Source: an optimization exercise on an open RTL-to-GDS flow (aim: small area). Production flows keep margins and buffers that such runs may drop.
The RTL was checked by simulation tests, not by an equivalence proof against the original design.
Power figures rest on the tool's default switching activity, not on a simulated workload.

== before ==
Design router, start of the top module:
module router #(
	parameter logic [1:0] X_COORD = 2'd1,
	parameter logic [1:0] Y_COORD = 2'd1,
	parameter int FIFO_DEPTH = 8
) (
	input logic clk_local,
	input logic reset,
	input logic [31:0] local_in,
	input logic write_en_local,
	input logic [4:0] north_in,    
	input logic [4:0] south_in,
	input logic [4:0] east_in,
	input logic [4:0] west_in,
	input logic local_neuron_full,
	input logic north_neighbor_full,
	input logic south_neighbor_full,
	input logic east_neighbor_full,
	input logic west_neighbor_full,
	output logic local_full,
	output logic north_full,
	output logic south_full,
	output logic east_full,
	output logic west_full,
	output logic [4:0] local_out,  
	output logic [4:0] north_out,
	output logic [4:0] south_out,
	output logic [4:0] east_out,
	output logic [4:0] west_out
);
export LEC_CHECK = 0
export ABC_AREA = 1
export CAP_MARGIN = 20
export CORE_MARGIN = 2
export CORE_UTILIZATION = 50
export SLEW_MARGIN = 20
create_clock -name core_clock -period 9.0 [get_ports {clk_local}]
standard.sh (not shown) runs the stock make flow with config.mk's settings and CLKGATE_MAP_FILE= SYNTH_SCRIPT=/design/flow/synth_recipe.tcl, a recipe that flattens the netlist after the stock synthesis.
==> flow/flow/run.sh <==
#!/bin/bash
# Own layout flow: the standard flow, with three changes.
#  - synthesis: the same script (synth_recipe.tcl), but Yosys's abc call uses
#    flow/abc_min.script (area-oriented mapping, no upsizing or buffering).
#  - port buffers: buf_1 instead of the flow's default choice.
#  - clock tree: settings from flow/cts_args.txt.
set -euo pipefail
W=$PWD
cat > "$W/own_synth.tcl" <<TCL
proc abc {args} {
  set i [lsearch -exact \$args -script]
  if {\$i >= 0} { set args [lreplace \$args \$i [expr {\$i + 1}] -script $W/flow/abc_min.script] }
  yosys abc {*}\$args
}
source $W/synth_recipe.tcl
TCL
CTS="$(cat "$W/flow/cts_args.txt")"
bash "$W/standard.sh" "SYNTH_SCRIPT=$W/own_synth.tcl" \
	"BUFFER_PORTS_ARGS=-buffer_cell sky130_fd_sc_hd__buf_1" \
	"CTS_ARGS=$CTS" finish > "$W/own_flow.log" 2>&1
==> flow/flow/abc_min.script <==
strash
&get -n
&st
&dch
&nf -R 1000
&put
topo
==> flow/flow/cts_args.txt <==
-sink_clustering_enable -repair_clock_nets -dont_use_dummy_load -buf_list sky130_fd_sc_hd__clkbuf_4 -sink_clustering_size 10 -sink_clustering_max_diameter 40
The following lists how after was set up differently from before:
-- flow/flow/run.sh --
<<< before, line 2
# Own layout flow: the standard flow, with three changes.
#  - synthesis: the same script (synth_recipe.tcl), but Yosys's abc call uses
#    flow/abc_min.script (area-oriented mapping, no upsizing or buffering).
>>> after, line 2
# Own layout flow: the standard flow, with three changes.
#  - synthesis: the same script (synth_recipe.tcl), without the adder
#    extraction step (ADDER_MAP_FILE empty), and Yosys's abc call uses
#    flow/abc_min.script (area-oriented mapping, no upsizing or buffering).
<<< before, line 19
	"BUFFER_PORTS_ARGS=-buffer_cell sky130_fd_sc_hd__buf_1" \
	"CTS_ARGS=$CTS" finish > "$W/own_flow.log" 2>&1
>>> after, line 20
	"BUFFER_PORTS_ARGS=-buffer_cell sky130_fd_sc_hd__buf_1" \
	"CTS_ARGS=$CTS" ADDER_MAP_FILE= finish > "$W/own_flow.log" 2>&1
==> flow/flow/abc_min.script <==
strash
&get -n
&st
&dc2
&dch -f
&nf -R 2000
&put
topo
==> comparison <==
- Taking before as the reference point, the area overhead of the layout relative to synthesis of after falls by 0.34 points.
- Sum of internal, switching and leakage power (after vs. before) decreases by more than 10%
- after ends up with a die area that is 3.5% lower than in before.
- before reports its library cell contributing the largest single delay on the critical path as sky130_fd_sc_hd__nor2_1 while after reports sky130_fd_sc_hd__a21oi_1.
- Changes observed in after relative to before: first-pass GRT wire length has decreased; reported leakage power moved down.

== build 61 ==
The RTL this note starts from:
==> flow/design.v <==
`timescale 1ns/1ps
package noc_pkg;
	localparam int FLIT_WIDTH = 4;
	localparam int PACKET_WIDTH = 32;
	localparam int PACKET_FLITS = PACKET_WIDTH / FLIT_WIDTH;
	localparam int NUM_PORTS = 5;
	localparam int PORT_LOCAL = 0;
	localparam int PORT_NORTH = 1;
	localparam int PORT_SOUTH = 2;
	localparam int PORT_EAST = 3;
	localparam int PORT_WEST = 4;
	localparam logic PS_HEAD = 1'b0;
	localparam logic PS_BODY = 1'b1;
endpackage
`timescale 1ns/1ps
module flit_fifo (
	input logic clk_local,
	input logic reset,
	input logic wr,
	input logic [3:0] wr_flit,
	input logic rd,
	output logic [3:0] rd_flit,
	output logic empty,
	output logic full
);
	logic [31:0] m;
	logic [3:0] lvl;
	logic do_wr;
	assign empty = lvl[3];
	assign full = (lvl == 4'd7);
	assign do_wr = wr && !full;  
	always_comb
	begin
		case (lvl[2:0])
			3'd0: rd_flit = m[3:0];
			3'd1: rd_flit = m[7:4];
			3'd2: rd_flit = m[11:8];
			3'd3: rd_flit = m[15:12];
			3'd4: rd_flit = m[19:16];
			3'd5: rd_flit = m[23:20];
			3'd6: rd_flit = m[27:24];
			default: rd_flit = m[31:28];
		endcase
	end
	always_ff @(posedge clk_local)
	begin
		if (do_wr)
			m <= {m[27:0], wr_flit};
	end
	always_ff @(posedge clk_local)
	begin
		if (reset)
			lvl <= 4'hf;
		else if (do_wr && !rd)
			lvl <= lvl + 4'd1;
		else if (rd && !do_wr)
			lvl <= lvl - 4'd1;
	end
endmodule
`timescale 1ns/1ps
module packet_serializer (
	input logic clk_local,
	input logic reset,
	input logic wr,
	input logic [31:0] packet,
	input logic rd,
	output logic [3:0] flit,
	output logic last,
	output logic loaded
);
	logic [31:0] pkt;
	logic [2:0] idx;
	always_comb
	begin
		case (idx)
			3'd0: flit = pkt[31:28];
			3'd1: flit = pkt[27:24];
			3'd2: flit = pkt[23:20];
			3'd3: flit = pkt[19:16];
			3'd4: flit = pkt[15:12];
			3'd5: flit = pkt[11:8];
			3'd6: flit = pkt[7:4];
			default: flit = pkt[3:0];
		endcase
	end
	assign last = (idx == 3'd7);
	always_ff @(posedge clk_local)
	begin
		if (!loaded)
			pkt <= packet;
	end
	always_ff @(posedge clk_local)
	begin
		if (!loaded)
			idx <= 3'd0;
		else if (rd)
			idx <= idx + 3'd1;
	end
	always_ff @(posedge clk_local)
	begin
		if (reset)
			loaded <= 1'b0;
		else if (!loaded)
			loaded <= wr;
		else if (rd && last)
			loaded <= 1'b0;
	end
endmodule
`timescale 1ns/1ps
module input_port #(
	parameter logic [1:0] X_COORD = 2'd1,
	parameter logic [1:0] Y_COORD = 2'd1,
	parameter bit HAS_CNT = 1'b1
) (
	input logic clk_local,
	input logic reset,
	input logic empty,
	input logic [3:0] flit_in,
	input logic grant,
	input logic ext_last,
	output logic send,
	output logic [4:0] request
);
	logic [2:0] st;
	logic [2:0] cnt;
	logic [2:0] route;
	logic last;
	logic [1:0] dst_x;
	logic [1:0] dst_y;
	assign dst_x = flit_in[3:2];
	assign dst_y = flit_in[1:0];
	always_comb
	begin
		if (dst_x > X_COORD)
			route = 3'(noc_pkg::PORT_EAST + 1);
		else if (dst_x < X_COORD)
			route = 3'(noc_pkg::PORT_WEST + 1);
		else if (dst_y > Y_COORD)
			route = 3'(noc_pkg::PORT_NORTH + 1);
		else if (dst_y < Y_COORD)
			route = 3'(noc_pkg::PORT_SOUTH + 1);
		else
			route = 3'(noc_pkg::PORT_LOCAL + 1);
	end
	always_comb
	begin
		for (int k = 0; k < noc_pkg::NUM_PORTS; k++)
			request[k] = (st == 3'(k + 1));
	end
	assign send = (st != 3'd0) && grant && !empty;
	assign last = HAS_CNT ? (cnt == 3'd7) : ext_last;
	always_ff @(posedge clk_local)
	begin
		if (reset)
			st <= 3'd0;
		else if (st == 3'd0)
		begin
			if (!empty)
				st <= route;
		end
		else if (send && last)
			st <= 3'd0;  
	end
	always_ff @(posedge clk_local)
	begin
		if (st == 3'd0)
			cnt <= 3'd0;
		else if (send)
			cnt <= cnt + 3'd1;
	end
endmodule
`timescale 1ns/1ps
module rr_arbiter (
	input logic clk_local,
	input logic reset,
	input logic [4:0] request,
	input logic dest_full,
	output logic [4:0] pick,
	output logic [4:0] grant
);
	logic lock;
	logic [4:0] q;
	logic [4:0] b;
	logic any;
	assign any = |request;
	assign b = lock ? q : {q[3:0], q[4]};
	always_comb
	begin
		for (int j = 0; j < 5; j++)
		begin
			pick[j] = request[j] && (b[j] ||
				(!request[(j+4)%5] && (b[(j+4)%5] ||
				(!request[(j+3)%5] && (b[(j+3)%5] ||
				(!request[(j+2)%5] && (b[(j+2)%5] ||
				(!request[(j+1)%5] && b[(j+1)%5]))))))));
		end
	end
	assign grant = dest_full ? 5'd0 : pick;
	always_ff @(posedge clk_local)
	begin
		if (reset)
		begin
			lock <= 1'b0;
			q <= 5'b10000;
		end
		else if (!dest_full)  
		begin
			lock <= any;
			if (any)
				q <= pick;
		end
	end
endmodule
`timescale 1ns/1ps
module crossbar (
	input logic clk_local,
	input logic reset,
	input logic [19:0] in_flit,    
	input logic [4:0] in_send,
	input logic [24:0] sel,        
	input logic [4:0] sel_valid,
	output logic [24:0] out        
);
	logic [3:0] flit [5];
	logic [4:0] send;
	always_comb
	begin
		for (int o = 0; o < noc_pkg::NUM_PORTS; o++)
		begin
			flit[o] = '0;
			send[o] = 1'b0;
			for (int j = 0; j < noc_pkg::NUM_PORTS; j++)
			begin
				flit[o] = flit[o] | ({4{sel[5*o+j]}} & in_flit[4*j +: 4]);
				send[o] = send[o] | (sel[5*o+j] & in_send[j]);
			end
		end
	end
	always_ff @(posedge clk_local)
	begin
		for (int o = 0; o < noc_pkg::NUM_PORTS; o++)
		begin
			if (reset)
				out[5*o+4] <= 1'b0;
			else
				out[5*o+4] <= sel_valid[o] && send[o];
			out[5*o +: 4] <= flit[o];  
		end
	end
endmodule
`timescale 1ns/1ps
module router #(
	parameter logic [1:0] X_COORD = 2'd1,
	parameter logic [1:0] Y_COORD = 2'd1,
	parameter int FIFO_DEPTH = 8
) (
	input logic clk_local,
	input logic reset,
	input logic [31:0] local_in,
	input logic write_en_local,
	input logic [4:0] north_in,    
	input logic [4:0] south_in,
	input logic [4:0] east_in,
	input logic [4:0] west_in,
	input logic local_neuron_full,
	input logic north_neighbor_full,
	input logic south_neighbor_full,
	input logic east_neighbor_full,
	input logic west_neighbor_full,
	output logic local_full,
	output logic north_full,
	output logic south_full,
	output logic east_full,
	output logic west_full,
	output logic [4:0] local_out,  
	output logic [4:0] north_out,
	output logic [4:0] south_out,
	output logic [4:0] east_out,
	output logic [4:0] west_out
);
	logic [4:0] src_empty;
	logic [19:0] src_flit;         
	logic [4:0] port_send;
	logic [4:0] port_grant;
	logic [24:0] port_req;         
	logic [24:0] arb_req;          
	logic [24:0] arb_grant;        
	logic [24:0] arb_sel;
	logic [4:0] arb_valid;
	logic [4:0] dest_full;
	logic [19:0] nb_in;            
	logic [4:1] nb_full;
	logic [24:0] out_link;
	logic local_loaded;
	logic local_last;
	assign nb_in = {west_in, east_in, south_in, north_in};
	assign {west_full, east_full, south_full, north_full} = nb_full;
	assign dest_full = {west_neighbor_full, east_neighbor_full, south_neighbor_full,
		north_neighbor_full, local_neuron_full};
	assign {west_out, east_out, south_out, north_out, local_out} = out_link;
	packet_serializer local_ser_i (
		.clk_local(clk_local),
		.reset(reset),
		.wr(write_en_local),
		.packet(local_in),
		.rd(port_send[noc_pkg::PORT_LOCAL]),
		.flit(src_flit[3:0]),
		.last(local_last),
		.loaded(local_loaded)
	);
	assign local_full = local_loaded;
	assign src_empty[noc_pkg::PORT_LOCAL] = !local_loaded;
	for (genvar j = 1; j < noc_pkg::NUM_PORTS; j++)
	begin : g_fifo
		flit_fifo fifo_i (
			.clk_local(clk_local),
			.reset(reset),
			.wr(nb_in[5*j-1]),
			.wr_flit(nb_in[5*j-5 +: 4]),
			.rd(port_send[j]),
			.rd_flit(src_flit[4*j +: 4]),
			.empty(src_empty[j]),
			.full(nb_full[j])
		);
	end
	for (genvar j = 0; j < noc_pkg::NUM_PORTS; j++)
	begin : g_port
		input_port #(.X_COORD(X_COORD), .Y_COORD(Y_COORD), .HAS_CNT(j != 0)) port_i (
			.clk_local(clk_local),
			.reset(reset),
			.empty(src_empty[j]),
			.flit_in(src_flit[4*j +: 4]),
			.grant(port_grant[j]),
			.ext_last(local_last),
			.send(port_send[j]),
			.request(port_req[5*j +: 5])
		);
	end
	always_comb
	begin
		for (int j = 0; j < noc_pkg::NUM_PORTS; j++)
		begin
			port_grant[j] = 1'b0;
			for (int k = 0; k < noc_pkg::NUM_PORTS; k++)
			begin
				arb_req[5*k+j] = port_req[5*j+k];
				port_grant[j] = port_grant[j] | arb_grant[5*k+j];
			end
		end
	end
	for (genvar k = 0; k < noc_pkg::NUM_PORTS; k++)
	begin : g_arb
		rr_arbiter arb_i (
			.clk_local(clk_local),
			.reset(reset),
			.request(arb_req[5*k +: 5]),
			.dest_full(dest_full[k]),
			.pick(arb_sel[5*k +: 5]),
			.grant(arb_grant[5*k +: 5])
		);
		assign arb_valid[k] = !dest_full[k];
	end
	crossbar xbar_i (
		.clk_local(clk_local),
		.reset(reset),
		.in_flit(src_flit),
		.in_send(port_send),
		.sel(arb_sel),
		.sel_valid(arb_valid),
		.out(out_link)
	);
endmodule
export LEC_CHECK = 0
export ABC_AREA = 1
export CAP_MARGIN = 20
export CORE_MARGIN = 2
export CORE_UTILIZATION = 70
export SLEW_MARGIN = 20
create_clock -name core_clock -period 9.0 [get_ports {clk_local}]
run.sh (not shown) runs the stock make flow with config.mk's settings and CLKGATE_MAP_FILE= SYNTH_SCRIPT=/design/flow/synth_recipe.tcl, a recipe that flattens the netlist after the stock synthesis.
Stock flow here: none of the scripts above is used.
[inputs] build 40 vs build 61
diff --git a/flow/config.mk b/flow/config.mk
--- a/flow/config.mk
+++ b/flow/config.mk
@@ -9,4 +9,4 @@
 export CAP_MARGIN = 20
 export CORE_MARGIN = 2
-export CORE_UTILIZATION = 70
+export CORE_UTILIZATION = 40
 export SLEW_MARGIN = 20
A launching instance or port of the critical path of g_fifo[4].fifo_i.lvl[0] is what build 40 shows, while east_neighbor_full belongs to build 61. Delta (build 40 minus build 61): number of buffers inserted during clock tree synthesis grew by 3, clock insertion delay at the later pin of the skew report stayed essentially flat, sequential share of layout area decreased 1.3 points. Sort build 61 and build 40 by total detailed-routing wirelength, descending, and build 61 comes first. Build 40 vs. build 61: total global routing track utilization went down by 18 points. Per the comparison of build 40 with build 61, final cell count without fillers increased by 180 relative to the old numbers, via count decreased by about 8% relative to the old numbers. Relative to build 61, the number of DRC markers after the initial detailed-route iteration of build 40 is lower by 28%. When build 40 is set beside build 61, its layout overhead on the synthesized area turns out to be 3.3 points larger. Global-route wire length before repair, build 61 and build 40: larger value in build 61.
Input changes introduced in build 7 (baseline for comparison: build 40):
diff --git a/flow/config.mk b/flow/config.mk
--- a/flow/config.mk
+++ b/flow/config.mk
@@ -10,3 +10,4 @@
 export CORE_MARGIN = 2
 export CORE_UTILIZATION = 40
+export CTS_BUF_LIST = sky130_fd_sc_hd__clkbuf_4
 export SLEW_MARGIN = 20
Results
When the final numbers for build 7 and build 40 were put side by side, the switching power turned out to be smaller in build 40. Overall track demand over capacity in global routing: build 7 > build 40. Looking at build 7 and build 40, the non-clock buffer area fraction after layout is a wash. Going from build 40 to build 7, final worst-path setup slack went down 0.10 ns, routed via count moved up.

what the ideal ports hide:
The flow's constraints put no driver on any port. The routed layouts listed below were extracted and timed again, unchanged, in two steps.
Step 1, drivers: a clkbuf_16 drives clk_local and a buf_2 each remaining input, both assumed.
Step 2 also shifts input and output timing later by t, the mid clock arrival at the registers, as if the neighbouring blocks saw the same clock.
a / b / c = no drivers / after step 1 / after step 2; a / b = the first two.
run	t (ns)	setup slack, ns	worst setup path after step 2	latest minus earliest clock arrival (ns)	cell pins on the clock port's net
before	0.656	4.290 / 4.290 / 4.190	input to register	0.066 / 0.066	1
after	0.655	4.797 / 4.797 / 4.602	input to register	0.072 / 0.072	1
build 61	0.583	4.662 / 4.633 / 4.096	input to register	0.021 / 0.021	1
build 40	0.599	4.777 / 4.726 / 4.286	input to register	0.017 / 0.017	1
build 7	0.721	4.674 / 4.628 / 4.292	input to register	0.042 / 0.042	1
After both steps every run listed still meets setup and hold. The setup slack of build 61, which loses most, moves by -0.029 ns with the drivers and by -0.566 ns with both steps.
